Source: an optimization exercise on an open RTL-to-GDS flow (aim: small area, a short achievable clock period and few clock cycles). Production flows keep margins and buffers that such runs may drop. In this exercise RTL edits were held to simulation tests only and were not proved equivalent to the original. Power is estimated from default activity; no workload was simulated.

**flow/run.sh**
```bash
#!/bin/bash
# synth_recipe.tcl (not shown) runs the flow's synth.tcl, then flattens the netlist and writes it again
# the make line also repeats each setting of config.mk as NAME=value (left out here)
make -C /OpenROAD-flow-scripts/flow DESIGN_CONFIG=/design/flow/config.mk WORK_HOME=/design/flow/orfs CLKGATE_MAP_FILE= SYNTH_SCRIPT=/design/flow/synth_recipe.tcl finish
```
**flow/config.mk**
```make
export PLATFORM = sky130hd
export DESIGN_NAME = pe_top
export DESIGN_NICKNAME = pe_top
export VERILOG_FILES = /design/flow/design.v
export SDC_FILE = /design/flow/constraint.sdc
export NUM_CORES = 4
export LEC_CHECK = 0
export CAP_MARGIN = 20
export CORE_MARGIN = 2
export CORE_UTILIZATION = 40
export SETUP_SLACK_MARGIN = 3.3
export SLEW_MARGIN = 20
export TNS_END_PERCENT = 10
```
**flow/constraint.sdc**
```tcl
create_clock -name core_clock -period 7.0 [get_ports {CLK}]
set_input_delay 1.4000 -clock core_clock [delete_from_list [all_inputs] [get_ports {CLK}]]
set_output_delay 1.4000 -clock core_clock [all_outputs]
set_load 0.01 [all_outputs]
```
**flow/design.v**
```verilog
package pe_pkg;
  typedef logic signed [8-1:0]  opnd_t;     
  typedef logic signed [16-1:0]  prod_t;     
  typedef logic signed [32-1:0]   acc_t;      
  typedef logic signed [19-1:0]   pe_out_t;   
  typedef logic        [5-1:0] shift_t;    
  typedef struct packed {
    opnd_t   a;           
    opnd_t   b;           
    pe_out_t d;           
    logic    propagate;   
    shift_t  shift;       
  } pe_req_t;
  typedef struct packed {
    prod_t   prod_s;      
    prod_t   prod_c;      
    pe_out_t d;           
    logic    propagate;
    shift_t  shift;       
  } prod_beat_t;
  typedef struct packed {
    acc_t    drain_s;     
    acc_t    drain_c;     
    shift_t  shift;       
  } drain_beat_t;
endpackage
`timescale 1ns/10ps
module mac_pp
(
  input  logic [7:0]  a,
  input  logic [7:0]  b,
  output logic [35:0] pp
);
  logic pp_0_0;
  assign pp_0_0 = a[0] & b[0];
  logic pp_0_1;
  assign pp_0_1 = a[0] & b[1];
  logic pp_0_2;
  assign pp_0_2 = a[0] & b[2];
  logic pp_0_3;
  assign pp_0_3 = a[0] & b[3];
  logic pp_0_4;
  assign pp_0_4 = a[0] & b[4];
  logic pp_0_5;
  assign pp_0_5 = a[0] & b[5];
  logic pp_0_6;
  assign pp_0_6 = a[0] & b[6];
  logic pp_0_7;
  assign pp_0_7 = ~(a[0] & b[7]);
  logic pp_1_0;
  assign pp_1_0 = a[1] & b[0];
  logic pp_1_1;
  assign pp_1_1 = a[1] & b[1];
  logic pp_1_2;
  assign pp_1_2 = a[1] & b[2];
  logic pp_1_3;
  assign pp_1_3 = a[1] & b[3];
  logic pp_1_4;
  assign pp_1_4 = a[1] & b[4];
  logic pp_1_5;
  assign pp_1_5 = a[1] & b[5];
  logic pp_1_6;
  assign pp_1_6 = a[1] & b[6];
  logic pp_1_7;
  assign pp_1_7 = ~(a[1] & b[7]);
  logic pp_2_0;
  assign pp_2_0 = a[2] & b[0];
  logic pp_2_1;
  assign pp_2_1 = a[2] & b[1];
  logic pp_2_2;
  assign pp_2_2 = a[2] & b[2];
  logic pp_2_3;
  assign pp_2_3 = a[2] & b[3];
  logic pp_2_4;
  assign pp_2_4 = a[2] & b[4];
  logic pp_2_5;
  assign pp_2_5 = a[2] & b[5];
  logic pp_2_6;
  assign pp_2_6 = a[2] & b[6];
  logic pp_2_7;
  assign pp_2_7 = ~(a[2] & b[7]);
  logic pp_3_0;
  assign pp_3_0 = a[3] & b[0];
  logic pp_3_1;
  assign pp_3_1 = a[3] & b[1];
  logic pp_3_2;
  assign pp_3_2 = a[3] & b[2];
  logic pp_3_3;
  assign pp_3_3 = a[3] & b[3];
  logic pp_3_4;
  assign pp_3_4 = a[3] & b[4];
  logic pp_3_5;
  assign pp_3_5 = a[3] & b[5];
  logic pp_3_6;
  assign pp_3_6 = a[3] & b[6];
  logic pp_3_7;
  assign pp_3_7 = ~(a[3] & b[7]);
  logic pp_4_0;
  assign pp_4_0 = a[4] & b[0];
  logic pp_4_1;
  assign pp_4_1 = a[4] & b[1];
  logic pp_4_2;
  assign pp_4_2 = a[4] & b[2];
  logic pp_4_3;
  assign pp_4_3 = a[4] & b[3];
  logic pp_4_4;
  assign pp_4_4 = a[4] & b[4];
  logic pp_4_5;
  assign pp_4_5 = a[4] & b[5];
  logic pp_4_6;
  assign pp_4_6 = a[4] & b[6];
  logic pp_4_7;
  assign pp_4_7 = ~(a[4] & b[7]);
  logic pp_5_0;
  assign pp_5_0 = a[5] & b[0];
  logic pp_5_1;
  assign pp_5_1 = a[5] & b[1];
  logic pp_5_2;
  assign pp_5_2 = a[5] & b[2];
  logic pp_5_3;
  assign pp_5_3 = a[5] & b[3];
  logic pp_5_4;
  assign pp_5_4 = a[5] & b[4];
  logic pp_5_5;
  assign pp_5_5 = a[5] & b[5];
  logic pp_5_6;
  assign pp_5_6 = a[5] & b[6];
  logic pp_5_7;
  assign pp_5_7 = ~(a[5] & b[7]);
  logic pp_6_0;
  assign pp_6_0 = a[6] & b[0];
  logic pp_6_1;
  assign pp_6_1 = a[6] & b[1];
  logic pp_6_2;
  assign pp_6_2 = a[6] & b[2];
  logic pp_6_3;
  assign pp_6_3 = a[6] & b[3];
  logic pp_6_4;
  assign pp_6_4 = a[6] & b[4];
  logic pp_6_5;
  assign pp_6_5 = a[6] & b[5];
  logic pp_6_6;
  assign pp_6_6 = a[6] & b[6];
  logic pp_6_7;
  assign pp_6_7 = ~(a[6] & b[7]);
  logic pp_7_0;
  assign pp_7_0 = ~(a[7] & b[0]);
  logic pp_7_1;
  assign pp_7_1 = ~(a[7] & b[1]);
  logic pp_7_2;
  assign pp_7_2 = ~(a[7] & b[2]);
  logic pp_7_3;
  assign pp_7_3 = ~(a[7] & b[3]);
  logic pp_7_4;
  assign pp_7_4 = ~(a[7] & b[4]);
  logic pp_7_5;
  assign pp_7_5 = ~(a[7] & b[5]);
  logic pp_7_6;
  assign pp_7_6 = ~(a[7] & b[6]);
  logic pp_7_7;
  assign pp_7_7 = a[7] & b[7];
  logic zs0;
  logic zc0;
  assign zs0 = pp_0_6 ^ pp_1_5;
  assign zc0 = pp_0_6 & pp_1_5;
  logic zs1;
  logic zc1;
  assign zs1 = pp_0_7 ^ pp_1_6 ^ pp_2_5;
  assign zc1 = (pp_0_7 & pp_1_6) | (pp_0_7 & pp_2_5) | (pp_1_6 & pp_2_5);
  logic zs2;
  logic zc2;
  assign zs2 = pp_1_7 ^ pp_2_6 ^ pp_3_5;
  assign zc2 = (pp_1_7 & pp_2_6) | (pp_1_7 & pp_3_5) | (pp_2_6 & pp_3_5);
  logic zs3;
  logic zc3;
  assign zs3 = pp_2_7 ^ pp_3_6;
  assign zc3 = pp_2_7 & pp_3_6;
  logic zs4;
  logic zc4;
  assign zs4 = pp_0_4 ^ pp_1_3;
  assign zc4 = pp_0_4 & pp_1_3;
  logic zs5;
  logic zc5;
  assign zs5 = pp_0_5 ^ pp_1_4 ^ pp_2_3;
  assign zc5 = (pp_0_5 & pp_1_4) | (pp_0_5 & pp_2_3) | (pp_1_4 & pp_2_3);
  logic zs6;
  logic zc6;
  assign zs6 = zs0 ^ pp_2_4 ^ pp_3_3;
  assign zc6 = (zs0 & pp_2_4) | (zs0 & pp_3_3) | (pp_2_4 & pp_3_3);
  logic zs7;
  logic zc7;
  assign zs7 = zc0 ^ zs1 ^ pp_3_4;
  assign zc7 = (zc0 & zs1) | (zc0 & pp_3_4) | (zs1 & pp_3_4);
  logic zs8;
  logic zc8;
  assign zs8 = pp_4_3 ^ pp_5_2;
  assign zc8 = pp_4_3 & pp_5_2;
  logic zs9;
  logic zc9;
  assign zs9 = zc1 ^ zs2 ^ pp_4_4;
  assign zc9 = (zc1 & zs2) | (zc1 & pp_4_4) | (zs2 & pp_4_4);
  logic zs10;
  logic zc10;
  assign zs10 = pp_5_3 ^ pp_6_2 ^ pp_7_1;
  assign zc10 = (pp_5_3 & pp_6_2) | (pp_5_3 & pp_7_1) | (pp_6_2 & pp_7_1);
  logic zs11;
  logic zc11;
  assign zs11 = zc2 ^ zs3 ^ pp_4_5;
  assign zc11 = (zc2 & zs3) | (zc2 & pp_4_5) | (zs3 & pp_4_5);
  logic zs12;
  logic zc12;
  assign zs12 = pp_5_4 ^ pp_6_3;
  assign zc12 = pp_5_4 & pp_6_3;
  logic zs13;
  logic zc13;
  assign zs13 = zc3 ^ pp_3_7 ^ pp_4_6;
  assign zc13 = (zc3 & pp_3_7) | (zc3 & pp_4_6) | (pp_3_7 & pp_4_6);
  logic zs14;
  logic zc14;
  assign zs14 = pp_5_5 ^ pp_6_4;
  assign zc14 = pp_5_5 & pp_6_4;
  logic zs15;
  logic zc15;
  assign zs15 = pp_4_7 ^ pp_5_6 ^ pp_6_5;
  assign zc15 = (pp_4_7 & pp_5_6) | (pp_4_7 & pp_6_5) | (pp_5_6 & pp_6_5);
  logic zs16;
  logic zc16;
  assign zs16 = pp_0_3 ^ pp_1_2;
  assign zc16 = pp_0_3 & pp_1_2;
  logic zs17;
  logic zc17;
  assign zs17 = zs4 ^ pp_2_2 ^ pp_3_1;
  assign zc17 = (zs4 & pp_2_2) | (zs4 & pp_3_1) | (pp_2_2 & pp_3_1);
  logic zs18;
  logic zc18;
  assign zs18 = zc4 ^ zs5 ^ pp_3_2;
  assign zc18 = (zc4 & zs5) | (zc4 & pp_3_2) | (zs5 & pp_3_2);
  logic zs19;
  logic zc19;
  assign zs19 = zc5 ^ zs6 ^ pp_4_2;
  assign zc19 = (zc5 & zs6) | (zc5 & pp_4_2) | (zs6 & pp_4_2);
  logic zs20;
  logic zc20;
  assign zs20 = zc6 ^ zs7 ^ zs8;
  assign zc20 = (zc6 & zs7) | (zc6 & zs8) | (zs7 & zs8);
  logic zs21;
  logic zc21;
  assign zs21 = zc7 ^ zc8 ^ zs9;
  assign zc21 = (zc7 & zc8) | (zc7 & zs9) | (zc8 & zs9);
  logic zs22;
  logic zc22;
  assign zs22 = zc9 ^ zc10 ^ zs11;
  assign zc22 = (zc9 & zc10) | (zc9 & zs11) | (zc10 & zs11);
  logic zs23;
  logic zc23;
  assign zs23 = zc11 ^ zc12 ^ zs13;
  assign zc23 = (zc11 & zc12) | (zc11 & zs13) | (zc12 & zs13);
  logic zs24;
  logic zc24;
  assign zs24 = zc13 ^ zc14 ^ zs15;
  assign zc24 = (zc13 & zc14) | (zc13 & zs15) | (zc14 & zs15);
  logic zs25;
  logic zc25;
  assign zs25 = zc15 ^ pp_5_7 ^ pp_6_6;
  assign zc25 = (zc15 & pp_5_7) | (zc15 & pp_6_6) | (pp_5_7 & pp_6_6);
  logic zs26;
  logic zc26;
  assign zs26 = pp_0_2 ^ pp_1_1;
  assign zc26 = pp_0_2 & pp_1_1;
  logic zs27;
  logic zc27;
  assign zs27 = zs16 ^ pp_2_1 ^ pp_3_0;
  assign zc27 = (zs16 & pp_2_1) | (zs16 & pp_3_0) | (pp_2_1 & pp_3_0);
  logic zs28;
  logic zc28;
  assign zs28 = zc16 ^ zs17 ^ pp_4_0;
  assign zc28 = (zc16 & zs17) | (zc16 & pp_4_0) | (zs17 & pp_4_0);
  logic zs29;
  logic zc29;
  assign zs29 = zc17 ^ zs18 ^ pp_4_1;
  assign zc29 = (zc17 & zs18) | (zc17 & pp_4_1) | (zs18 & pp_4_1);
  logic zs30;
  logic zc30;
  assign zs30 = zc18 ^ zs19 ^ pp_5_1;
  assign zc30 = (zc18 & zs19) | (zc18 & pp_5_1) | (zs19 & pp_5_1);
  logic zs31;
  logic zc31;
  assign zs31 = zc19 ^ zs20 ^ pp_6_1;
  assign zc31 = (zc19 & zs20) | (zc19 & pp_6_1) | (zs20 & pp_6_1);
  logic zs32;
  logic zc32;
  assign zs32 = zc20 ^ zs21 ^ zs10;
  assign zc32 = (zc20 & zs21) | (zc20 & zs10) | (zs21 & zs10);
  logic zs33;
  logic zc33;
  assign zs33 = zc21 ^ zs22 ^ zs12;
  assign zc33 = (zc21 & zs22) | (zc21 & zs12) | (zs22 & zs12);
  logic zs34;
  logic zc34;
  assign zs34 = zc22 ^ zs23 ^ zs14;
  assign zc34 = (zc22 & zs23) | (zc22 & zs14) | (zs23 & zs14);
  logic zs35;
  logic zc35;
  assign zs35 = zc23 ^ zs24 ^ pp_7_4;
  assign zc35 = (zc23 & zs24) | (zc23 & pp_7_4) | (zs24 & pp_7_4);
  logic zs36;
  logic zc36;
  assign zs36 = zc24 ^ zs25 ^ pp_7_5;
  assign zc36 = (zc24 & zs25) | (zc24 & pp_7_5) | (zs25 & pp_7_5);
  logic zs37;
  logic zc37;
  assign zs37 = zc25 ^ pp_6_7 ^ pp_7_6;
  assign zc37 = (zc25 & pp_6_7) | (zc25 & pp_7_6) | (pp_6_7 & pp_7_6);
  assign pp[0] = pp_0_0;
  assign pp[1] = pp_0_1;
  assign pp[2] = pp_1_0;
  assign pp[3] = zs26;
  assign pp[4] = pp_2_0;
  assign pp[5] = zc26;
  assign pp[6] = zs27;
  assign pp[7] = zc27;
  assign pp[8] = zs28;
  assign pp[9] = zc28;
  assign pp[10] = zs29;
  assign pp[11] = pp_5_0;
  assign pp[12] = zc29;
  assign pp[13] = zs30;
  assign pp[14] = pp_6_0;
  assign pp[15] = zc30;
  assign pp[16] = zs31;
  assign pp[17] = pp_7_0;
  assign pp[18] = zc31;
  assign pp[19] = zs32;
  assign pp[20] = 1'b1;
  assign pp[21] = zc32;
  assign pp[22] = zs33;
  assign pp[23] = pp_7_2;
  assign pp[24] = zc33;
  assign pp[25] = zs34;
  assign pp[26] = pp_7_3;
  assign pp[27] = zc34;
  assign pp[28] = zs35;
  assign pp[29] = zc35;
  assign pp[30] = zs36;
  assign pp[31] = zc36;
  assign pp[32] = zs37;
  assign pp[33] = zc37;
  assign pp[34] = pp_7_7;
  assign pp[35] = 1'b1;
endmodule
module mac_acc
(
  input  logic [35:0] pp,
  input  logic [15:0] base,
  output logic [15:0] y,
  output logic        inc,
  output logic        dec
);
  logic ys0;
  logic yc0;
  assign ys0 = pp[9] ^ pp[10];
  assign yc0 = pp[9] & pp[10];
  logic ys1;
  logic yc1;
  assign ys1 = pp[12] ^ pp[13] ^ pp[14];
  assign yc1 = (pp[12] & pp[13]) | (pp[12] & pp[14]) | (pp[13] & pp[14]);
  logic ys2;
  logic yc2;
  assign ys2 = pp[15] ^ pp[16] ^ pp[17];
  assign yc2 = (pp[15] & pp[16]) | (pp[15] & pp[17]) | (pp[16] & pp[17]);
  logic ys3;
  logic yc3;
  assign ys3 = pp[18] ^ pp[19] ^ pp[20];
  assign yc3 = (pp[18] & pp[19]) | (pp[18] & pp[20]) | (pp[19] & pp[20]);
  logic ys4;
  logic yc4;
  assign ys4 = pp[21] ^ pp[22] ^ pp[23];
  assign yc4 = (pp[21] & pp[22]) | (pp[21] & pp[23]) | (pp[22] & pp[23]);
  logic ys5;
  logic yc5;
  assign ys5 = pp[24] ^ pp[25] ^ pp[26];
  assign yc5 = (pp[24] & pp[25]) | (pp[24] & pp[26]) | (pp[25] & pp[26]);
  logic ys6;
  logic yc6;
  assign ys6 = pp[27] ^ pp[28];
  assign yc6 = pp[27] & pp[28];
  logic ys7;
  logic yc7;
  assign ys7 = pp[29] ^ pp[30];
  assign yc7 = pp[29] & pp[30];
  logic ys8;
  logic yc8;
  assign ys8 = pp[31] ^ pp[32];
  assign yc8 = pp[31] & pp[32];
  logic ys9;
  logic yc9;
  assign ys9 = pp[33] ^ pp[34];
  assign yc9 = pp[33] & pp[34];
  logic ys10;
  logic yc10;
  assign ys10 = pp[1] ^ pp[2];
  assign yc10 = pp[1] & pp[2];
  logic ys11;
  logic yc11;
  assign ys11 = pp[3] ^ pp[4] ^ base[2];
  assign yc11 = (pp[3] & pp[4]) | (pp[3] & base[2]) | (pp[4] & base[2]);
  logic ys12;
  logic yc12;
  assign ys12 = pp[5] ^ pp[6] ^ base[3];
  assign yc12 = (pp[5] & pp[6]) | (pp[5] & base[3]) | (pp[6] & base[3]);
  logic ys13;
  logic yc13;
  assign ys13 = pp[7] ^ pp[8] ^ base[4];
  assign yc13 = (pp[7] & pp[8]) | (pp[7] & base[4]) | (pp[8] & base[4]);
  logic ys14;
  logic yc14;
  assign ys14 = ys0 ^ pp[11] ^ base[5];
  assign yc14 = (ys0 & pp[11]) | (ys0 & base[5]) | (pp[11] & base[5]);
  logic ys15;
  logic yc15;
  assign ys15 = yc0 ^ ys1 ^ base[6];
  assign yc15 = (yc0 & ys1) | (yc0 & base[6]) | (ys1 & base[6]);
  logic ys16;
  logic yc16;
  assign ys16 = yc1 ^ ys2 ^ base[7];
  assign yc16 = (yc1 & ys2) | (yc1 & base[7]) | (ys2 & base[7]);
  logic ys17;
  logic yc17;
  assign ys17 = yc2 ^ ys3 ^ base[8];
  assign yc17 = (yc2 & ys3) | (yc2 & base[8]) | (ys3 & base[8]);
  logic ys18;
  logic yc18;
  assign ys18 = yc3 ^ ys4 ^ base[9];
  assign yc18 = (yc3 & ys4) | (yc3 & base[9]) | (ys4 & base[9]);
  logic ys19;
  logic yc19;
  assign ys19 = yc4 ^ ys5 ^ base[10];
  assign yc19 = (yc4 & ys5) | (yc4 & base[10]) | (ys5 & base[10]);
  logic ys20;
  logic yc20;
  assign ys20 = yc5 ^ ys6 ^ base[11];
  assign yc20 = (yc5 & ys6) | (yc5 & base[11]) | (ys6 & base[11]);
  logic ys21;
  logic yc21;
  assign ys21 = yc6 ^ ys7 ^ base[12];
  assign yc21 = (yc6 & ys7) | (yc6 & base[12]) | (ys7 & base[12]);
  logic ys22;
  logic yc22;
  assign ys22 = yc7 ^ ys8 ^ base[13];
  assign yc22 = (yc7 & ys8) | (yc7 & base[13]) | (ys8 & base[13]);
  logic ys23;
  logic yc23;
  assign ys23 = yc8 ^ ys9 ^ base[14];
  assign yc23 = (yc8 & ys9) | (yc8 & base[14]) | (ys9 & base[14]);
  logic ys24;
  logic yc24;
  assign ys24 = yc9 ^ pp[35] ^ base[15];
  assign yc24 = (yc9 & pp[35]) | (yc9 & base[15]) | (pp[35] & base[15]);
  logic [15:0] r0, r1;
  logic [16:0] lo;
  assign r0 = {yc23, yc22, yc21, yc20, yc19, yc18, yc17, yc16, yc15, yc14, yc13, yc12, yc11, yc10, ys10, pp[0]};
  assign r1 = {ys24, ys23, ys22, ys21, ys20, ys19, ys18, ys17, ys16, ys15, ys14, ys13, ys12, ys11, base[1], base[0]};
  assign lo = {1'b0, r0} + {1'b0, r1};
  logic [1:0] kc;
  assign kc = {yc24, lo[16]};
  logic k0, k2;
  assign k0 = (kc == '0);
  always_comb begin
    k2 = 1'b0;
    for (int i = 0; i < 2; i++)
      for (int j = i + 1; j < 2; j++)
        k2 = k2 | (kc[i] & kc[j]);
  end
  assign y = lo[15:0];
  assign inc = k2;
  assign dec = k0;
endmodule
`timescale 1ns/10ps
module round_sat_stage
(
  input  logic signed [31:0] x,
  input  logic [4:0]         shift,
  output logic [18:0]        y,        
  output logic               up        
);
  logic [32:0] x0;
  logic [34:0] t16;
  logic [26:0] t8;
  logic [22:0] t4;
  logic [20:0] t2;
  logic [19:0] t1;
  logic        sticky;
  logic [13:0] above;      
  logic        hi_ok;      
  logic        rnd;
  logic [18:0] q;
  always_comb begin
    x0 = {x, 1'b0};
    for (int i = 0; i < 35; i++)
      t16[i] = shift[4] ? ((i + 16 < 33) ? x0[i+16] : x[31]) : ((i < 33) ? x0[i] : x[31]);
    for (int i = 0; i < 27; i++) t8[i] = shift[3] ? t16[i+8] : t16[i];
    for (int i = 0; i < 23; i++) t4[i] = shift[2] ? t8[i+4]  : t8[i];
    for (int i = 0; i < 21; i++) t2[i] = shift[1] ? t4[i+2]  : t4[i];
    for (int i = 0; i < 20; i++) t1[i] = shift[0] ? t2[i+1]  : t2[i];
    q = t1[19:1];
    sticky = (shift[4] && (|x0[15:0])) || (shift[3] && (|t16[7:0])) ||
             (shift[2] && (|t8[3:0]))  || (shift[1] && (|t4[1:0])) ||
             (shift[0] && t2[0]);
    above[13] = 1'b0;
    for (int k = 12; k >= 0; k--) above[k] = above[k+1] | (x[18+k] ^ x[31]);
    hi_ok = (shift >= 5'd14) ? 1'b1 : !above[shift[3:0]];
    rnd = t1[0] && (sticky || t1[1]);
    if (!hi_ok) begin
      y  = x[31] ? 19'h40000 : 19'h3ffff;
      up = 1'b0;
    end else begin
      y  = q;
      up = rnd && (q != 19'h3ffff);
    end
  end
endmodule
`timescale 1ns/10ps
module pe_top
(
  input  logic    CLK,
  input  logic    rst_n,
  input  logic    req_valid,
  output logic    req_ready,
  input  pe_pkg::opnd_t   req_a,
  input  pe_pkg::opnd_t   req_b,
  input  pe_pkg::pe_out_t req_d,
  input  logic    req_propagate,
  input  pe_pkg::shift_t  req_shift,
  output logic    res_valid,
  input  logic    res_ready,
  output pe_pkg::pe_out_t res
);
  localparam int PPW = 36;
  logic        v0;
  logic [PPW-1:0] pp0;      
  logic [PPW-1:0] pp_in;
  logic [18:0] d0;
  logic        f0;           
  logic [4:0]  s0;
  logic        last_prop;
  logic [15:0] acc_lo;
  logic [15:0] acc_hi;       
  logic        acc_inc;      
  logic        acc_dec;      
  logic [15:0] hi_res;       
  logic [31:0] acc;          
  logic [18:0] pre;
  logic [18:0] res_q;        
  logic        up_q;
  logic        slot;         
  logic        adv;          
  logic [31:0] base;
  logic [15:0] sum_lo;
  logic        sum_inc;
  logic        sum_dec;
  logic [18:0] rs_y;
  logic        rs_up;
  assign slot      = !res_valid || res_ready;
  assign adv       = v0 && slot;
  assign req_ready = !v0 || slot;
  always_ff @(posedge CLK or negedge rst_n) begin
    if (!rst_n) begin
      v0        <= 1'b0;
      last_prop <= 1'b0;
    end else if (req_ready) begin
      v0 <= req_valid;
      if (req_valid) last_prop <= req_propagate;
    end
  end
  always_ff @(posedge CLK) begin
    if (req_ready) begin
      pp0 <= pp_in;
      d0 <= req_d;
      f0 <= req_propagate ^ last_prop;
      s0 <= req_shift;
    end
  end
  mac_pp pp_i (
    .a  (req_a),
    .b  (req_b),
    .pp (pp_in)
  );
  always_comb begin
    logic ones, zeros;
    ones  = 1'b1;
    zeros = 1'b1;
    for (int i = 0; i < 16; i++) begin
      hi_res[i] = acc_hi[i] ^ ((acc_inc && ones) || (acc_dec && zeros));
      ones  = ones && acc_hi[i];
      zeros = zeros && !acc_hi[i];
    end
  end
  assign acc  = {hi_res, acc_lo};
  assign base = f0 ? {{13{pre[18]}}, pre} : acc;
  mac_acc mac_i (
    .pp   (pp0),
    .base (base[15:0]),
    .y    (sum_lo),
    .inc  (sum_inc),
    .dec  (sum_dec)
  );
  round_sat_stage round_i (
    .x     (acc),
    .shift (s0),
    .y     (rs_y),
    .up    (rs_up)
  );
  always_ff @(posedge CLK or negedge rst_n) begin
    if (!rst_n) begin
      acc_lo    <= '0;
      acc_hi    <= '0;
      acc_inc   <= 1'b0;
      acc_dec   <= 1'b0;
      pre       <= '0;
      res_valid <= 1'b0;
    end else begin
      if (slot) res_valid <= v0;
      if (adv) begin
        acc_lo  <= sum_lo;
        acc_hi  <= base[31:16];
        acc_inc <= sum_inc;
        acc_dec <= sum_dec;
        pre <= d0;
      end
    end
  end
  always_ff @(posedge CLK) begin
    if (slot) begin
      res_q <= f0 ? rs_y : pre;
      up_q  <= f0 && rs_up;
    end
  end
  assign res = res_q + 19'(up_q);
endmodule
```
==> results of run 1 <==
==> placed cells by master (no fill, tap or decap), types with 13 or more instances in the layout <==
| master | instances |
|---|---|
| xnor2_1 | 29 |
| nor3_1 | 26 |
| clkdlybuf4s50_1 | 52 |
| mux2i_1 | 32 |
| o21ai_0 | 54 |
| edfxtp_1 | 79 |
| dfrtp_1 | 48 |
| nor2_1 | 57 |
| and3_1 | 13 |
| nand2_1 | 89 |
| xor2_1 | 13 |
| clkbuf_16 | 17 |
| buf_4 | 34 |
| a211oi_1 | 15 |
| a21oi_1 | 55 |
| ha_1 | 34 |
| mux2_2 | 43 |
| nor2b_1 | 13 |
| and2_1 | 54 |
| inv_1 | 59 |
| fa_1 | 47 |
| or3_1 | 13 |
| a31oi_1 | 13 |
| nand3_1 | 23 |
==> flip-flops by register name (all words and copies together), names as in the netlist, 5 cells and up <==
signal / flops
acc_hi: 16
res_q: 19
mac_i.pp: 34
pre: 19
d0: 19
acc_lo: 16
s0: 5
==> power by group through the flow <==
stage / clock [mW] / sequential [mW] / combinational, mW
global route: 0.992 / 1.48 / 3.17
finish: 0.940 / 1.44 / 2.88
CTS: 0.962 / 1.42 / 2.74
floorplan: 0 / 1.23 / 2.12
detailed placement: 0 / 1.44 / 2.63
global placement: 0 / 1.43 / 2.61
==> kinds of logic (layout without fill, tap and decap cells) <==
group | after synthesis | after routing | synth area share (%)
DFF | 135 | 135 | 35.0
muxes | 82 | 82 | 8.69
xor gates and xnor gates | 46 | 47 | 3.81
adders and majority gates | 82 | 82 | 12.9
buffers and inverters | 130 | 197 | 4.88
AOI/OAI and AO/OA | 263 | 263 | 16.8
and+or+nand+nor | 369 | 370 | 18.0
==> worst max-delay path, delay by kind of cell <==
family / cells / cell delay (ps)
AND/OR/NAND/NOR: 1 / 210
adder cells (fa/ha/maj): 4 / 1940
buffers and inverters: 1 / 540
==> worst min path at each step <==
stage | slack (ps) | startpoint | to
5_1_grt | 500 | d0[16]$_DFFE_PN_ | pre[16]$_DFFE_PN0P_
4_1_cts | 480 | d0[5]$_DFFE_PN_ | pre[5]$_DFFE_PN0P_
3_5_place_dp | 460 | d0[5]$_DFFE_PN_ | pre[5]$_DFFE_PN0P_
3_3_place_gp | 460 | d0[9]$_DFFE_PN_ | pre[9]$_DFFE_PN0P_
2_1_floorplan | 460 | d0[0]$_DFFE_PN_ | pre[0]$_DFFE_PN0P_
6_report | 480 | d0[11]$_DFFE_PN_ | pre[11]$_DFFE_PN0P_
==> metal layers <==
metal / routed length [um] / GRT usage (%) / share of wire (%)
met5: 0 / 0 / 0
met4: 788 / 7.83 / 2.6
met3: 1400 / 2.89 / 4.6
met2: 15200 / 36.6 / 50
met1: 13300 / 29.0 / 43
==> metrics by stage <==
stage	instances	total power, mW
2_1_floorplan	1107	3.35
3_5_place_dp	1454	4.07
5_1_grt	1517	5.63
4_1_cts	1504	5.13
3_3_place_gp	1454	4.04
6_report	1517	5.26
==> layout make-up <==
type | instances | share of cell area, %
flip-flops and latches | 135 | 29.4
clock buffers | 17 | 3.30
well taps | 341 | 3.31
inverters | 61 | 1.79
repair buffers | 104 | 7.71
clock inverters | 15 | 1.49
multi-input cells | 844 | 53.0
==> repair_timing <==
item,in CTS,in global routing
buffers inserted,16,12
hold endpoints to repair,0,0
resized for setup,40,51
hold buffers,0,0
endpoints found under the setup margin,76,50
pin swaps,11,6
cloned,2,1
==> reports/metrics.cfg, run 1 <==
[routing]
routedWlPerCell_um = 20.3
routed_wl_um = 30800
first_pass_iters = 7
avgViaCountPerCell = 5.88
ant_nets = 0
drcViolationCount = 0
vias = 8915
drt_iter0_markers = 740

[timing]
final-setup-viol-count = 0
finClkSkew_ps = 11.6
slew_violations = 0
period_needed_ps = 3940
slew_headroom_pct = 42.6
hold_viol = 0
rsz0062_at_grt = yes
post-route-period-util_pct = 56.3
worstMarginPinSlew_ps = 860
setup_slack_ps = 3060
setup_tns_ps = 0
hold_ws_ps = 479
fmaxAchievable_ghz = 0.254

[critical_path]
rr_worst_depth = 15
cp_common_cell = fa_1
crit_path_max_incr_delay_ps = 560
cp-endpoint = mac_i.pp[19]$_DFFE_PN_
crit_chain = clkdlybuf4s50_1 -> and2_4 -> fa_2 -> fa_1 -> fa_1 -> fa_1
r2r_end = acc_dec$_DFFE_PN0P_
startpoint = req_a[3]
cp-start-kind = primary input
crit_slowest_cell = fa_2
worstPathArrival_ps = 4100
r2r_start = f0$_DFFE_PN_
endpoint_kind = flop
crit_type = primary input to flop
cp.required_ps = 7150
worst-path-max-fanout = 8
r2r_setup_slack_ps = 3260

[synthesis]
synthTopCellsByCount = 92 x nand2_1, 79 x edfxtp_1, 62 x nor2_1
synth_top_area_share_pct = 22.0
syn_inst = 1107
ys_top_cells_by_area = edfxtp_1 22%, dfrtp_1 13%, fa_1 8.9%, mux2_2 4.5%, ha_1 3.9%
synth_edf_count = 79
synth.largest_area_cell = edfxtp_1
yosysUniqueCellTypes = 86
syn_area_um2 = 10800
async_flop_share_pct = 41.5
seq_area_frac_synth_pct = 35.0
yosysWarnings = 3
ys_ff_latch = 135
synth_area_per_cell_um2 = 9.74
synth.most_common_cell = nand2_1
synth_ff_type = edfxtp_1
synth_nets = 1234

[power]
pwr-share-comb_pct = 54.7
power.internal_mw = 2.94
p_sw_mw = 2.32
p_clk_share_pct = 17.9
vdd.ir_drop.worst_mv = 0.161
power.density_nw_per_um2 = 409
sw_frac_of_total_pct = 44.0
seq_power_share_pct = 27.4
p_leak_nw = 5.12

[hold_path]
min_path_cells = 1
hold_class = flop to flop

[cts]
cts_tree = yes
clk_pin_slew_worst_paths_ps = 60
clk_latency_ps = 420
cts_made_buffers = 17
cts_sinks = 135
clock_path_buffers = 2
cts_max_level = 4
cts_root_buffer = clkbuf_16

[layout]
synthToLayoutAreaGrowth_pct = 19.4
multi_input_area_um2 = 6830
regArea_um2 = 3780
nets = 1290
layout-drive-gt1-share_pct = 17.2
fillerInstances = 2500
num_antenna_cells = 0
utilization_pct = 48.2
fin_area_um2 = 12900

[place]
placed_area_um2 = 11600
io_buffers = 65
preCtsSetupSlack_ps = 2580
dp_hpwl_um = 22200
place_congestion = 0.953

[die]
start_util_pct = 40.4
fp.dieW_um = 168
rows = 60
core_um2 = 26700
io_pins = 66
dieArea_um2 = 28300
die_h_um = 168

[run]
cap_violations = 0

[status]
status = no timing/DRC/antenna violations

[global_route]
grt_pass1_wl_um = 47700
grt_pass1_vias = 8518
antenna_found_initial = 0
grt_use_total_pct = 21.8
overflow = 0
grt_max_degree = 62

Testbench counts, summed over its fixed seeds: cycles 12,016.
==> inputs of run 2 (changes only) <==
--- a/flow/config.mk
+++ b/flow/config.mk
@@ -8,6 +8,5 @@
 export CAP_MARGIN = 20
 export CORE_MARGIN = 2
 export CORE_UTILIZATION = 40
-export SETUP_SLACK_MARGIN = 3.3
+export SETUP_SLACK_MARGIN = 3.0
 export SLEW_MARGIN = 20
-export TNS_END_PERCENT = 10
==> reports/metrics.cfg, run 2 <==
[cts]
clk_pin_slew_worst_paths_ps = 70  ; about the same
cts_root_buffer = clkbuf_16
cts_sinks = 135  ; unchanged
cts_max_level = 4  ; unchanged
cts_made_buffers = 17  ; unchanged
clock_path_buffers = 2  ; unchanged
clk_latency_ps = 430  ; about the same
cts_tree = yes

[routing]
vias = 8698  ; -2.4%
wl_met1_um = 13200  ; -0.86%
ant_nets = 0  ; unchanged
met3WireLength_um = 1340  ; -4.6%
wl_met2_um = 14800  ; -3.0%
first_pass_iters = 7  ; unchanged
maxUsedRoutingLayer = met4
drt_iter0_markers = 820  ; +11%
routedWlPerCell_um = 20.1  ; -0.98%
avgViaCountPerCell = 5.82  ; -0.93%
routed_wl_um = 30000  ; -2.5%
drcViolationCount = 0  ; unchanged

[synthesis]
yosysUniqueCellTypes = 86  ; unchanged
synth.largest_area_cell = edfxtp_1
synth_nets = 1234  ; unchanged
synth_ff_type = edfxtp_1
synth_edf_count = 79  ; unchanged
synth_top_area_share_pct = 22.0  ; unchanged
async_flop_share_pct = 41.5  ; unchanged
seq_area_frac_synth_pct = 35.0  ; unchanged
syn_area_um2 = 10800  ; unchanged
ys_ff_latch = 135  ; unchanged
syn_inst = 1107  ; unchanged
synthTopCellsByCount = 92 x nand2_1, 79 x edfxtp_1, 62 x nor2_1
synth_area_per_cell_um2 = 9.74  ; unchanged
ys_top_cells_by_area = edfxtp_1 22%, dfrtp_1 13%, fa_1 8.9%, mux2_2 4.5%, ha_1 3.9%
synth.most_common_cell = nand2_1
yosysWarnings = 3  ; unchanged

[timing]
rsz0062_at_grt = no
fmaxAchievable_ghz = 0.254  ; +0.10%
worstMarginPinSlew_ps = 841  ; -18.8 ps
finClkSkew_ps = 21.1  ; +9.44 ps
final-setup-viol-count = 0  ; unchanged
hold_viol = 0  ; unchanged
slew_headroom_pct = 43.9  ; +1.3 points
slew_violations = 0  ; unchanged
period_needed_ps = 3940  ; -4.10 ps
post-route-period-util_pct = 56.3  ; -0.059 points
setup_tns_ps = 0  ; unchanged

[power]
vdd.ir_drop.worst_mv = 0.170  ; +5.3%
power.total_mw = 5.04  ; -4.2%
p_leak_nw = 4.90  ; -4.4%
power.density_nw_per_um2 = 406  ; -0.51%

[global_route]
antenna_found_initial = 0  ; unchanged
overflow = 0  ; unchanged
grt_use_total_pct = 21.7  ; -0.097 points
grt_max_degree = 62  ; unchanged
grt_pass1_vias = 8547  ; +0.34%
grt_pass1_wl_um = 47900  ; +0.30%

[critical_path]
crit_family = buffers and inverters
cp.required_ps = 5600  ; -1550 ps
worst-path-max-fanout = 2  ; -6
crit_type = primary input to output port
cp-start-kind = primary input
cp_num_buf_inv = 2  ; +1
crit_chain = clkdlybuf4s50_1 -> nand3b_1 -> clkdlybuf4s50_1
worstPathArrival_ps = 2540  ; -1560 ps
cp_common_cell = clkdlybuf4s50_1
crit_path_max_incr_delay_ps = 550  ; about the same
endpoint_kind = output port
crit_slowest_cell = clkdlybuf4s50_1

[die]
fp.dieW_um = 168  ; unchanged
rows = 60  ; unchanged
start_util_pct = 40.4  ; unchanged
io_pins = 66  ; unchanged
core_um2 = 26700  ; unchanged
die_h_um = 168  ; unchanged
dieArea_um2 = 28300  ; unchanged

[run]
cap_violations = 0  ; unchanged

[place]
place_congestion = 0.958  ; +0.57%
io_buffers = 65  ; unchanged
dp_hpwl_um = 22300  ; +0.61%

[layout]
layout-drive-gt1-share_pct = 12.9  ; -4.3 points
utilization_pct = 46.4  ; -1.8 points
synthToLayoutAreaGrowth_pct = 14.9
num_antenna_cells = 0  ; unchanged
nets = 1267  ; -1.8%
most-common-layout-cells = 91 x nand2_1, 79 x edfxtp_1, 59 x inv_1
largest_reg_flops = 34  ; unchanged
fillerInstances = 2590  ; +3.6%
final_common_cell = nand2_1

[status]
status = no timing/DRC/antenna violations

[hold_path]
hold_class = flop to flop

-- run 2: cell types whose count changed in the layout (fill, tap and decap cells not counted), sizes merged, moves of 2 or more --
cell	delta
buf	-20
inv	+5
dlygate4sd2	+4
dlymetal6s2s	-4
bufinv	-3
clkinv	-3
clkdlybuf4s50	-2
-- run 2: area by class of cell --
cell class / count / area, um^2 / share of cell area (%)
Sequential cell: 135 / 3780 / 30.5
Timing Repair Buffer: 83 / 772 / 6.23
Inverter: 61 / 230 / 1.86
Clock buffer: 17 / 425 / 3.43
Tap cell: 341 / 427 / 3.44
Clock inverter: 15 / 155 / 1.25
Multi-Input combinational cell: 842 / 6610 / 53.3
-- run 2: cells by family (layout without fill, tap and decap cells) --
logic type | count (synthesis) | after routing | share of synthesized area (%)
adders and majority gates | 82 | 82 | 12.9
DFF | 135 | 135 | 35.0
muxes | 82 | 82 | 8.69
AOI/OAI and AO/OA | 263 | 263 | 16.8
xor gates and xnor gates | 46 | 46 | 3.81
buffers and inverters | 130 | 176 | 4.88
and+or+nand+nor | 369 | 369 | 18.0
-- run 2: stage by stage --
step	std cells	setup WS (ps)	cell area, um^2	hold slack (ps)
2_1_floorplan	1107	2710	10800	455
3_3_place_gp	1455	2520	11600	459
3_5_place_dp	1455	2460	11600	466
4_1_cts	1492	3010	12300	476
5_1_grt	1494	2990	12400	501
6_report	1494	3060	12400	472
-- run 2: worst paths after layout --
path	slack, ps	from	endpoint	depth (start not counted)
worst min-delay path	470	d0[2]$_DFFE_PN_	pre[2]$_DFFE_PN0P_	1
worst max register to register	3150	acc_hi[1]$_DFFE_PN0P_	up_q$_DFFE_PP_	10
max in group asynchronous	5340	rst_n	acc_hi[6]$_DFFE_PN0P_	2
worst max-delay path	3060	res_ready	req_ready	3
min in group asynchronous	1120	rst_n	acc_hi[12]$_DFFE_PN0P_	2
worst min register to register	470	d0[2]$_DFFE_PN_	pre[2]$_DFFE_PN0P_	1
-- run 2: routing by layer --
layer	global-route usage, %	vias up
met5	0	-
met4	6.37	0
met3	3.22	38
met2	37.1	220
met1	28.7	4295
li1	-	4145
-- run 2: power by group --
group          switching (mW)  internal [mW]
clock network           0.413          0.476
logic                    1.53           1.20
registers               0.321           1.10
-- run 2: repair_timing --
action | CTS | global route
gates resized for setup | 21 | 28
setup buffers | 5 | 2
pin swaps | 4 | 3
endpoints found under the setup margin | 33 | 41
hold buffers | 0 | 0
==> inputs of run 3 (changes only) <==
--- a/flow/design.v
+++ b/flow/design.v
@@ -620,12 +620,12 @@
       res_valid <= 1'b0;
     end else begin
       if (slot) res_valid <= v0;
+      acc_hi  <= (adv && f0) ? base[31:16] : hi_res;
+      acc_inc <= adv && sum_inc;
+      acc_dec <= adv && sum_dec;
       if (adv) begin
         acc_lo  <= sum_lo;
-        acc_hi  <= base[31:16];
-        acc_inc <= sum_inc;
-        acc_dec <= sum_dec;
-        pre <= d0;
+        pre     <= d0;
       end
     end
   end
--- a/flow/config.mk
+++ b/flow/config.mk
@@ -8,5 +8,5 @@
 export CAP_MARGIN = 20
 export CORE_MARGIN = 2
 export CORE_UTILIZATION = 40
-export SETUP_SLACK_MARGIN = 3.0
+export SETUP_SLACK_MARGIN = 3.5
 export SLEW_MARGIN = 20
==> reports/metrics.cfg, run 3 <==
[synthesis]
yosysUniqueCellTypes = 81  ; -5.8%
async_flop_share_pct = 41.5  ; unchanged
synth_ff_type = edfxtp_1
synthTopCellsByCount = 97 x nand2_1, 79 x edfxtp_1, 63 x inv_1, 63 x o21ai_0, 56 x dfrtp_1
syn_inst = 1006  ; -9.1%
synth_nets = 1133  ; -8.2%
synth.largest_area_cell = edfxtp_1
synth_edf_count = 79  ; unchanged
synth_top_area_share_pct = 23.5  ; +1.5 points
seq_area_frac_synth_pct = 37.4  ; +2.4 points
ys_ff_latch = 135  ; unchanged
ys_top_cells_by_area = edfxtp_1 23%, dfrtp_1 14%, fa_1 9.5%, mux2_2 4.3%, ha_1 4.2%
synth_area_per_cell_um2 = 10.0  ; +3.1%
yosysWarnings = 3  ; unchanged
synth.most_common_cell = nand2_1
syn_area_um2 = 10100  ; -6.3%

[die]
die_h_um = 163  ; -3.1%
rows = 58  ; -3.3%
fp.dieW_um = 163  ; -3.1%
io_pins = 66  ; unchanged
dieArea_um2 = 26500  ; -6.2%
core_um2 = 25000  ; -6.6%
start_util_pct = 40.5  ; +0.11 points

[routing]
drt_iter0_markers = 753  ; -8.2%
routedWlPerCell_um = 19.4  ; -3.3%
avgViaCountPerCell = 5.64  ; -3.1%
first_pass_iters = 5  ; -2
drcViolationCount = 0  ; unchanged
ant_nets = 0  ; unchanged
routed_wl_um = 28500  ; -5.1%
vias = 8267  ; -5.0%

[critical_path]
worst-path-max-fanout = 11  ; +9
cp-start-kind = flop
cp.required_ps = 7300  ; +1700 ps
crit_type = flop to flop
endpoint_kind = flop
r2r_start = acc_hi[2]$_DFF_PN0_
startpoint = acc_hi[2]$_DFF_PN0_
worstPathArrival_ps = 4140  ; +1600 ps

[global_route]
grt_pass1_vias = 8191  ; -4.2%
grt_max_degree = 62  ; unchanged
grt_pass1_wl_um = 44000  ; -8.1%
grt_use_total_pct = 21.5  ; -0.23 points
antenna_found_initial = 0  ; unchanged
overflow = 0  ; unchanged

[layout]
layout-drive-gt1-share_pct = 26.6  ; +14 points
most-common-layout-cells = 93 x nand2_1, 79 x edfxtp_1, 67 x buf_4
synthToLayoutAreaGrowth_pct = 27.3
final_common_cell = nand2_1
fillerInstances = 2273  ; -12%
nets = 1250  ; -1.3%
fin_area_um2 = 12900  ; +3.7%
num_antenna_cells = 0  ; unchanged
largest_reg_flops = 34  ; unchanged

[status]
status = no timing/DRC/antenna violations

[timing]
rsz0062_at_grt = yes
hold_viol = 0  ; unchanged
finClkSkew_ps = 9.25  ; -11.8 ps
final-setup-viol-count = 0  ; unchanged
setup_tns_ps = 0  ; unchanged
post-route-period-util_pct = 54.9  ; -1.3 points
worstMarginPinSlew_ps = 878  ; +37.4 ps
period_needed_ps = 3850  ; -93.6 ps
slew_violations = 0  ; unchanged
fmaxAchievable_ghz = 0.260  ; +2.4%
slew_headroom_pct = 41.4  ; -2.6 points

[power]
p_clk_share_pct = 16.3  ; -1.4 points
vdd.ir_drop.worst_mv = 0.232  ; +37%
seq_power_share_pct = 25.3  ; -2.9 points
power.density_nw_per_um2 = 421  ; +3.5%
p_leak_nw = 5.25  ; +7.3%
power.total_mw = 5.41  ; +7.4%
pwr-share-comb_pct = 58.4  ; +4.2 points
power.internal_mw = 3.06  ; +10%
sw_frac_of_total_pct = 43.5  ; -1.5 points
p_sw_mw = 2.35  ; +3.7%

[run]
cap_violations = 0  ; unchanged

[place]
place_congestion = 0.939  ; -2.0%
dp_hpwl_um = 20000  ; -11%
placed_area_um2 = 11100  ; -4.4%
io_buffers = 65  ; unchanged

[cts]
clock_path_buffers = 2  ; unchanged
cts_made_buffers = 17  ; unchanged
clk_pin_slew_worst_paths_ps = 70  ; about the same
clk_latency_ps = 430  ; about the same
cts_sinks = 135  ; unchanged
cts_root_buffer = clkbuf_16
cts_max_level = 4  ; unchanged
cts_tree = yes

[hold_path]
hold_class = flop to flop
min_from = d0[18]$_DFFE_PN_

## run 3: cells by family after synthesis
kind of cell	after synthesis	synth area share, %
xor gates and xnor gates	52	4.58
adders and majority gates	82	13.7
and+or+nand+nor	329	16.8
buffers and inverters	120	4.69
muxes	73	8.39
AOI/OAI and AO/OA	215	14.5
DFF	135	37.4
## run 3: layer usage
layer	routed length, um	share of wire [%]	track usage (%)	up-vias
li1	-	-	-	3879
met1	12500	44	27.8	3999
met2	13500	47	35.2	309
met3	1430	5.0	3.57	80
met4	1060	3.7	10.1	0
met5	0	0	0	-
## run 3: timing repair
item / in CTS / in global routing
cloned: 3 / 3
pin swaps: 37 / 43
resized for setup: 139 / 60
endpoints found under the hold margin: 0 / 0
buffers inserted: 46 / 25
hold buffers: 0 / 0
setup endpoints to repair: 72 / 42
## run 3: power by group through the flow
stage          combinational [mW]  sequential [mW]  clock [mW]
4_1_cts                      2.90             1.36       0.896
2_1_floorplan                2.04             1.23           0
6_report                     3.16             1.37       0.882
5_1_grt                      3.48             1.39       0.928
3_3_place_gp                 2.52             1.39           0
3_5_place_dp                 2.55             1.39           0
## run 3: per-stage QoR
| step | instances | utilization, % | worst slack, ps | hold slack (ps) |
|---|---|---|---|---|
| after detailed placement | 1357 | 44.6 | 2440 | 464 |
| final | 1466 | 51.5 | 3150 | 476 |
| after CTS | 1438 | 49.5 | 3190 | 477 |
| after global placement | 1357 | 44.6 | 2520 | 458 |
| after global routing | 1466 | 51.5 | 3030 | 496 |
| after floorplan | 1006 | - | 2710 | 455 |
## run 3: worst max-delay path: stages (launching register included)
cell and delay (ps):
dfrtp_2 470, or4b_4 580, nor3_1 200, a31oi_1 130
xnor2_4 450, a211oi_1 150, a21oi_1 240, mux2i_1 170
mux4_2 540, buf_4 150, a2111oi_0 410, o41a_1 230
## run 3: area by class of cell
cell class	instances	area, um^2	area share [%]
multi-input cells	755	6500	50.6
flip-flops and latches	135	3790	29.5
repair buffers	147	1330	10.3
clock buffers	18	439	3.42
well taps	330	413	3.21
inverters	66	251	1.96
clock inverters	14	129	1.00
repair inverters	1	5.00	0.0389
## run 3: final timing paths
kind	end	slack (ps)	cells after the start
setup reg to reg	up_q$_DFFE_PP_	3150	11
hold / removal	pre[18]$_DFFE_PN0P_	480	1
setup / recovery	up_q$_DFFE_PP_	3150	11
min in group asynchronous	acc_hi[13]$_DFF_PN0_	1110	2
max in group asynchronous	acc_hi[0]$_DFF_PN0_	5330	2
hold reg to reg	pre[18]$_DFFE_PN0P_	480	1
Testbench counts of run 3, summed over its fixed seeds: cycles 12,016.
==> inputs of run 4 (changes only) <==
--- a/flow/config.mk
+++ b/flow/config.mk
@@ -8,5 +8,5 @@
 export CAP_MARGIN = 20
 export CORE_MARGIN = 2
 export CORE_UTILIZATION = 40
-export SETUP_SLACK_MARGIN = 3.5
+export SETUP_SLACK_MARGIN = 3.1
 export SLEW_MARGIN = 20
==> reports/metrics.cfg, run 4 <==
[global_route]
grt_pass1_wl_um = 42600  ; -3.0%
antenna_found_initial = 1  ; +1
grt_max_degree = 62  ; unchanged
grt_use_total_pct = 20.7  ; -0.73 points
overflow = 0  ; unchanged
grt_pass1_vias = 7736  ; -5.6%

[critical_path]
crit_type = flop to flop
worst-path-max-fanout = 5  ; -6
worstPathArrival_ps = 4200  ; +60 ps
crit_path_max_incr_delay_ps = 580  ; about the same
crit_family = compound AO/OA/AOI/OAI gates
cp-start-kind = flop
cp_num_buf_inv = 0  ; -1
crit_slowest_cell = or4b_4
crit_chain = or4b_4 -> nand2_1 -> xor2_1 -> a211oi_1 -> a311oi_1 -> mux2i_1 -> mux4_2 -> nor4_2 -> nand4_1 -> o41a_1
cp.required_ps = 7170  ; -130 ps
endpoint_kind = flop

[place]
place_congestion = 0.936  ; -0.32%
io_buffers = 65  ; unchanged
dp_hpwl_um = 19500  ; -2.2%
placedCellCount = 1359  ; +0.15%

[power]
power.total_mw = 5.02  ; -7.1%
p_clk_share_pct = 17.0  ; +0.7 points
power.internal_mw = 2.86  ; -6.4%
pwr-share-comb_pct = 55.9  ; -2.5 points
seq_power_share_pct = 27.1  ; +1.8 points
sw_frac_of_total_pct = 43.0  ; -0.43 points
vdd.ir_drop.worst_mv = 0.204  ; -12%
p_sw_mw = 2.16  ; -8.0%
p_leak_nw = 5.00  ; -4.8%
power.density_nw_per_um2 = 411  ; -2.2%

[layout]
most-common-layout-cells = 95 x nand2_1, 79 x edfxtp_1, 62 x inv_1, 62 x o21ai_0
num_antenna_cells = 0  ; unchanged
synthToLayoutAreaGrowth_pct = 20.9
fillerInstances = 2311  ; +1.7%
fin_cells = 1435  ; -2.1%
layout-drive-gt1-share_pct = 18.1  ; -8.5 points
final_common_cell = nand2_1
nets = 1219  ; -2.5%
largest_reg_flops = 34  ; unchanged

[routing]
vias = 8155  ; -1.4%
avgViaCountPerCell = 5.68  ; +0.78%
drt_iter0_markers = 727  ; -3.5%
first_pass_iters = 6  ; +1
routed_wl_um = 27500  ; -3.5%
ant_nets = 0  ; unchanged
drcViolationCount = 0  ; unchanged
routedWlPerCell_um = 19.1  ; -1.4%

[die]
start_util_pct = 40.5  ; unchanged
die_h_um = 163  ; unchanged
io_pins = 66  ; unchanged
dieArea_um2 = 26500  ; unchanged
fp.dieW_um = 163  ; unchanged
core_um2 = 25000  ; unchanged
rows = 58  ; unchanged

[cts]
clk_latency_ps = 430  ; about the same
cts_max_level = 4  ; unchanged
clock_path_buffers = 2  ; unchanged
cts_root_buffer = clkbuf_16
cts_tree = yes
cts_made_buffers = 17  ; unchanged
cts_sinks = 135  ; unchanged
clk_pin_slew_worst_paths_ps = 60  ; about the same

[synthesis]
ys_ff_latch = 135  ; unchanged
synth_top_area_share_pct = 23.5  ; unchanged
yosysUniqueCellTypes = 81  ; unchanged
synth_area_per_cell_um2 = 10.0  ; unchanged
synthTopCellsByCount = 97 x nand2_1, 79 x edfxtp_1, 63 x inv_1, 63 x o21ai_0, 56 x dfrtp_1
ys_top_cells_by_area = edfxtp_1 23%, dfrtp_1 14%, fa_1 9.5%, mux2_2 4.3%, ha_1 4.2%
async_flop_share_pct = 41.5  ; unchanged
synth_nets = 1133  ; unchanged
synth_edf_count = 79  ; unchanged
syn_area_um2 = 10100  ; unchanged
synth.largest_area_cell = edfxtp_1
synth_ff_type = edfxtp_1
seq_area_frac_synth_pct = 37.4  ; unchanged
synth.most_common_cell = nand2_1
yosysWarnings = 3  ; unchanged
syn_inst = 1006  ; unchanged

[timing]
rsz0062_at_grt = yes
finClkSkew_ps = 14.6  ; +5.40 ps
final-setup-viol-count = 0  ; unchanged
post-route-period-util_pct = 57.4  ; +2.5 points
period_needed_ps = 4020  ; +176 ps
slew_violations = 0  ; unchanged
worstMarginPinSlew_ps = 939  ; +60.8 ps
slew_headroom_pct = 37.4  ; -4.0 points
hold_viol = 0  ; unchanged
fmaxAchievable_ghz = 0.249  ; -4.4%
setup_tns_ps = 0  ; unchanged

[status]
status = no timing/DRC/antenna violations

[run]
cap_violations = 0  ; unchanged

[hold_path]
hold_class = flop to flop

run 4: logic make-up (layout without fill, tap and decap cells):
| family | count (synthesis) | count (layout) | share of synthesized area (%) |
|---|---|---|---|
| flip-flops | 135 | 135 | 37.4 |
| AO/OA/AOI/OAI | 215 | 215 | 14.5 |
| buffers and inverters | 120 | 219 | 4.69 |
| XOR/XNOR | 52 | 52 | 4.58 |
| adder cells (fa/ha/maj) | 82 | 82 | 13.7 |
| multiplexers | 73 | 73 | 8.39 |
| AND/OR/NAND/NOR | 329 | 329 | 16.8 |
run 4: power groups by stage:
| stage | Clock [mW] | Sequential (mW) | Combinational [mW] |
|---|---|---|---|
| after floorplan | 0 | 1.23 | 1.98 |
| after global placement | 0 | 1.38 | 2.47 |
| after CTS | 0.872 | 1.36 | 2.62 |
| after detailed placement | 0 | 1.38 | 2.49 |
| final | 0.853 | 1.36 | 2.81 |
| after global routing | 0.906 | 1.39 | 3.11 |
run 4: worst reg2reg max path, stage by stage (launching register included):
cell and delay [ps]:
dfrtp_2 420, or4b_4 580, nand2_1 130, xor2_1 340, a211oi_1 140, a311oi_1 580, mux2i_1 340, mux4_2 580
nor4_2 170, nand4_1 120, o41a_1 390
run 4: metrics by stage:
step / cell area [um^2] / util, % / hold slack (ps) / setup WS, ps
final: 12200 / 48.9 / 476 / 2980
after global placement: 11000 / 44.2 / 461 / 2540
after global routing: 12200 / 48.9 / 503 / 2900
after detailed placement: 11000 / 44.2 / 466 / 2490
after floorplan: 10100 / - / 455 / 2710
after CTS: 11900 / 47.5 / 480 / 3010
run 4: final cells by class:
cell class	count	area [um^2]	share of cell area, %
Clock inverter	12	106	0.871
Sequential cell	135	3780	31.0
Tap cell	330	413	3.38
Multi-Input combinational cell	751	6100	50.0
Timing Repair inverter	1	5.00	0.0410
Inverter	66	251	2.06
Timing Repair Buffer	120	1100	9.01
Clock buffer	20	447	3.66
run 4: routing by layer:
layer / track usage, % / part of all wire, % / vias to the layer above
met5: 0 / 0 / -
met4: 8.89 / 3.5 / 0
met3: 4.25 / 6.2 / 62
met2: 33.2 / 47 / 332
met1: 27.4 / 44 / 3943
li1: - / - / 3818
run 4: path summary, 6_finish.rpt:
| kind | startpoint | end | slack (ps) | cells past startpoint |
|---|---|---|---|---|
| max | acc_hi[2]$_DFF_PN0_ | up_q$_DFFE_PP_ | 2980 | 10 |
| min | d0[7]$_DFFE_PN_ | pre[7]$_DFFE_PN0P_ | 480 | 1 |
| max reg2reg | acc_hi[2]$_DFF_PN0_ | up_q$_DFFE_PP_ | 2980 | 10 |
| min reg2reg | d0[7]$_DFFE_PN_ | pre[7]$_DFFE_PN0P_ | 480 | 1 |
| max in group asynchronous | rst_n | acc_hi[0]$_DFF_PN0_ | 5310 | 2 |
| min in group asynchronous | rst_n | acc_hi[7]$_DFF_PN0_ | 1120 | 2 |
run 4: what timing repair did:
item                                    in CTS  in global routing
buffers inserted                            18                 24
hold buffers                                 0                  0
gates resized for setup                     31                 36
cloned                                       1                  1
endpoints found under the setup margin      35                 28
pin swaps                                    8                 21
==> inputs of run 5 (changes only) <==
--- a/flow/design.v
+++ b/flow/design.v
@@ -620,12 +620,12 @@
       res_valid <= 1'b0;
     end else begin
       if (slot) res_valid <= v0;
-      acc_hi  <= (adv && f0) ? base[31:16] : hi_res;
-      acc_inc <= adv && sum_inc;
-      acc_dec <= adv && sum_dec;
       if (adv) begin
         acc_lo  <= sum_lo;
-        pre     <= d0;
+        acc_hi  <= base[31:16];
+        acc_inc <= sum_inc;
+        acc_dec <= sum_dec;
+        pre <= d0;
       end
     end
   end
--- a/flow/config.mk
+++ b/flow/config.mk
@@ -7,6 +7,7 @@
 export LEC_CHECK = 0
 export CAP_MARGIN = 20
 export CORE_MARGIN = 2
-export CORE_UTILIZATION = 40
-export SETUP_SLACK_MARGIN = 3.1
+export CORE_UTILIZATION = 60
+export CTS_BUF_LIST = sky130_fd_sc_hd__clkbuf_4 sky130_fd_sc_hd__clkbuf_8
+export SETUP_SLACK_MARGIN = 3.3
 export SLEW_MARGIN = 20
==> reports/metrics.cfg, run 5 <==
[status]
status = no timing/DRC/antenna violations

[routing]
routedWlPerCell_um = 21.0  ; +9.7%
drcViolationCount = 0  ; unchanged
drt_iter0_markers = 838  ; +15%
first_pass_iters = 5  ; -1
routed_wl_um = 29400  ; +7.2%
avgViaCountPerCell = 6.39  ; +12%
vias = 8959  ; +9.9%
ant_nets = 0  ; unchanged

[cts]
cts_max_level = 4  ; unchanged
clock_path_buffers = 2  ; unchanged
clk_latency_ps = 460  ; +30 ps
cts_root_buffer = clkbuf_8
cts_tree = yes
clk_pin_slew_worst_paths_ps = 90  ; +30 ps
cts_sinks = 135  ; unchanged
cts_made_buffers = 17  ; unchanged

[synthesis]
synth.most_common_cell = nand2_1
synth_ff_type = edfxtp_1
synth_edf_count = 79  ; unchanged
yosysUniqueCellTypes = 86  ; +6.2%
ys_top_cells_by_area = edfxtp_1 22%, dfrtp_1 13%, fa_1 8.9%, mux2_2 4.5%, ha_1 3.9%
synth.largest_area_cell = edfxtp_1
ys_ff_latch = 135  ; unchanged
async_flop_share_pct = 41.5  ; unchanged
synth_nets = 1234  ; +8.9%
syn_area_um2 = 10800  ; +6.8%
synthTopCellsByCount = 92 x nand2_1, 79 x edfxtp_1, 62 x nor2_1
synth_area_per_cell_um2 = 9.74  ; -3.0%
synth_top_area_share_pct = 22.0  ; -1.5 points
seq_area_frac_synth_pct = 35.0  ; -2.4 points
syn_inst = 1107  ; +10%
yosysWarnings = 3  ; unchanged

[power]
pwr-share-comb_pct = 58.5  ; +2.6 points
power.total_mw = 5.07  ; +0.83%
sw_frac_of_total_pct = 46.4  ; +3.4 points
vdd.ir_drop.worst_mv = 0.238  ; +16%
seq_power_share_pct = 28.5  ; +1.4 points
power.density_nw_per_um2 = 404  ; -1.9%
p_clk_share_pct = 13.0  ; -4.0 points
p_leak_nw = 4.98  ; -0.45%
power.internal_mw = 2.72  ; -5.1%
p_sw_mw = 2.35  ; +8.7%

[critical_path]
worstPathArrival_ps = 3840  ; -360 ps
endpoint_kind = flop
cp-start-kind = flop
rr_worst_depth = 10  ; unchanged
crit_type = flop to flop
cp.required_ps = 7190  ; +20 ps
worst-path-max-fanout = 8  ; +3

[global_route]
grt_use_total_pct = 30.7  ; +9.9 points
globalRouteMet2Util_pct = 51.4  ; +18 points
antenna_found_initial = 1  ; unchanged
grt_util_met1_pct = 40.6  ; +13 points
grt_pass1_vias = 8553  ; +11%
grt_max_degree = 62  ; unchanged
overflow = 0  ; unchanged
grt_pass1_wl_um = 46500  ; +9.0%
top_usage_layer = met2
use_met3_pct = 4.92  ; +0.67 points

[layout]
synthToLayoutAreaGrowth_pct = 16.3
most-common-layout-cells = 90 x nand2_1, 79 x edfxtp_1, 59 x inv_1, 59 x nor2_1, 53 x and2_1
num_antenna_cells = 0  ; unchanged
largest_reg_flops = 34  ; unchanged
utilization_pct = 70.6  ; +22 points
final_common_cell = nand2_1
fillerInstances = 1390  ; -40%
fin_cells = 1402  ; -2.3%
nets = 1287  ; +5.6%
layout-drive-gt1-share_pct = 19.1  ; +1.0 points
fin_area_um2 = 12500  ; +2.8%

[place]
io_buffers = 65  ; unchanged
placed_area_um2 = 11500  ; +4.3%
preCtsSetupSlack_ps = 2600  ; +110 ps
place_congestion = 1.01  ; +8.1%
dp_hpwl_um = 21400  ; +9.5%
placedCellCount = 1342  ; -1.3%

[run]
cap_violations = 0  ; unchanged

[timing]
setup_tns_ps = 0  ; unchanged
period_needed_ps = 3650  ; -374 ps
rsz0062_at_grt = yes
hold_viol = 0  ; unchanged
finClkSkew_ps = 13.0  ; -1.60 ps
post-route-period-util_pct = 52.1  ; -5.3 points
final-setup-viol-count = 0  ; unchanged
slew_headroom_pct = 47.3  ; +10 points
hold_ws_ps = 478  ; +1.41 ps
setup_slack_ps = 3350  ; +374 ps
fmaxAchievable_ghz = 0.274  ; +10%
slew_violations = 0  ; unchanged
worstMarginPinSlew_ps = 789  ; -150 ps

[die]
core_um2 = 17800  ; -29%
start_util_pct = 60.7  ; +20 points
die_h_um = 138  ; -15%
rows = 49  ; -16%
io_pins = 66  ; unchanged
dieArea_um2 = 19100  ; -28%
fp.dieW_um = 138  ; -15%

[hold_path]
min_path_cells = 1  ; unchanged
hold_class = flop to flop

## run 5: changes by cell type after synthesis, sizes merged, moves of 6 or more
cell and delta:
o31ai +8, nor4 +6, or3 +8, and2 +8, a31oi +10, xor2 -7, clkbuf +12, nor2 +9
a21oi +15, nor3 +10, mux2i +6
## run 5: kinds of logic (layout without fill, tap and decap cells)
kind of cell	count (synthesis)	after routing	synth area share [%]
muxes	82	82	8.69
adders and majority gates	82	82	12.9
DFF	135	135	35.0
xor gates and xnor gates	46	47	3.81
and+or+nand+nor	369	369	18.0
AOI/OAI and AO/OA	263	263	16.8
buffers and inverters	130	195	4.88
## run 5: path summary, 6_finish.rpt
check,slack (ps),endpoint,start
worst min-delay path,480,pre[16]$_DFFE_PN0P_,d0[16]$_DFFE_PN_
worst min register to register,480,pre[16]$_DFFE_PN0P_,d0[16]$_DFFE_PN_
worst max register to register,3350,up_q$_DFFE_PP_,acc_hi[0]$_DFFE_PN0P_
max in group asynchronous,5330,acc_hi[8]$_DFFE_PN0P_,rst_n
min in group asynchronous,1070,acc_hi[13]$_DFFE_PN0P_,rst_n
worst max-delay path,3350,up_q$_DFFE_PP_,acc_hi[0]$_DFFE_PN0P_
## run 5: power groups by stage
stage / Clock, mW / Sequential, mW / Combinational, mW
2_1_floorplan: 0 / 1.23 / 2.12
3_3_place_gp: 0 / 1.42 / 2.57
3_5_place_dp: 0 / 1.43 / 2.62
4_1_cts: 0.666 / 1.42 / 2.79
5_1_grt: 0.695 / 1.48 / 3.26
6_report: 0.658 / 1.45 / 2.96
## run 5: routing by layer
| metal | vias up | wire (um) | share of wire, % |
|---|---|---|---|
| met5 | - | 0 | 0 |
| met3 | 79 | 1980 | 6.7 |
| met2 | 349 | 14400 | 49 |
| li1 | 4194 | - | - |
| met4 | 0 | 1080 | 3.7 |
| met1 | 4337 | 11900 | 41 |
## run 5: worst max-delay path, stage by stage (launching register included)
cell     delay (ps)
dfrtp_2         470
or4b_4          670
or4_4           560
nand3_4         140
a31oi_2         130
mux2_4          330
o22ai_4         190
inv_1            80
mux4_2          510
nor3_1          200
a31oi_1         100
## run 5: repair_timing
action / in CTS / in global routing
buffers inserted: 14 / 11
pin swaps: 12 / 23
cloned: 2 / 1
endpoints found under the setup margin: 81 / 82
resized for setup: 71 / 71
hold buffers: 0 / 0
## run 5: cell type report
type	count	area, um^2	area share [%]
inverters	61	230	1.84
clock inverters	15	176	1.41
well taps	229	287	2.28
flip-flops and latches	135	3790	30.2
multi-input cells	843	6900	55.0
repair buffers	102	933	7.44
clock buffers	17	234	1.86
Testbench counts of run 5, summed over its fixed seeds: cycles 12,016.

## port drivers added, routing unchanged
No port has a modelled driver above. Below, the same layouts with a new extraction and two added sets of constraints. Step 1 sets driving cells, clkbuf_16 on the clock port and buf_2 on the other inputs (assumed; they add their load-dependent delay and slew). Step 2 adds t to the input delays and takes it off the output delays; t is the mean of the earliest and latest rising clock arrival at the registers after step 1. Input paths then give back, and output paths get back, about the clock's delay inside the block. a / b / c = ideal ports / drivers / drivers and shift; a / b = the first two.
run	t (ns)	slack for setup (ns)	cell pins on the clock port's net
run 1	0.463	3.057 / 3.053 / 2.617	1
run 2	0.461	3.061 / 3.037 / 2.721	1
run 3	0.471	3.154 / 3.154 / 3.059	1
run 4	0.469	2.979 / 2.979 / 2.785	1
run 5	0.488	3.353 / 3.353 / 2.901	1
After both steps every run listed still meets setup and hold. The setup slack of run 5, which loses most, moves by 0.000 ns with the drivers and by -0.452 ns with both steps.
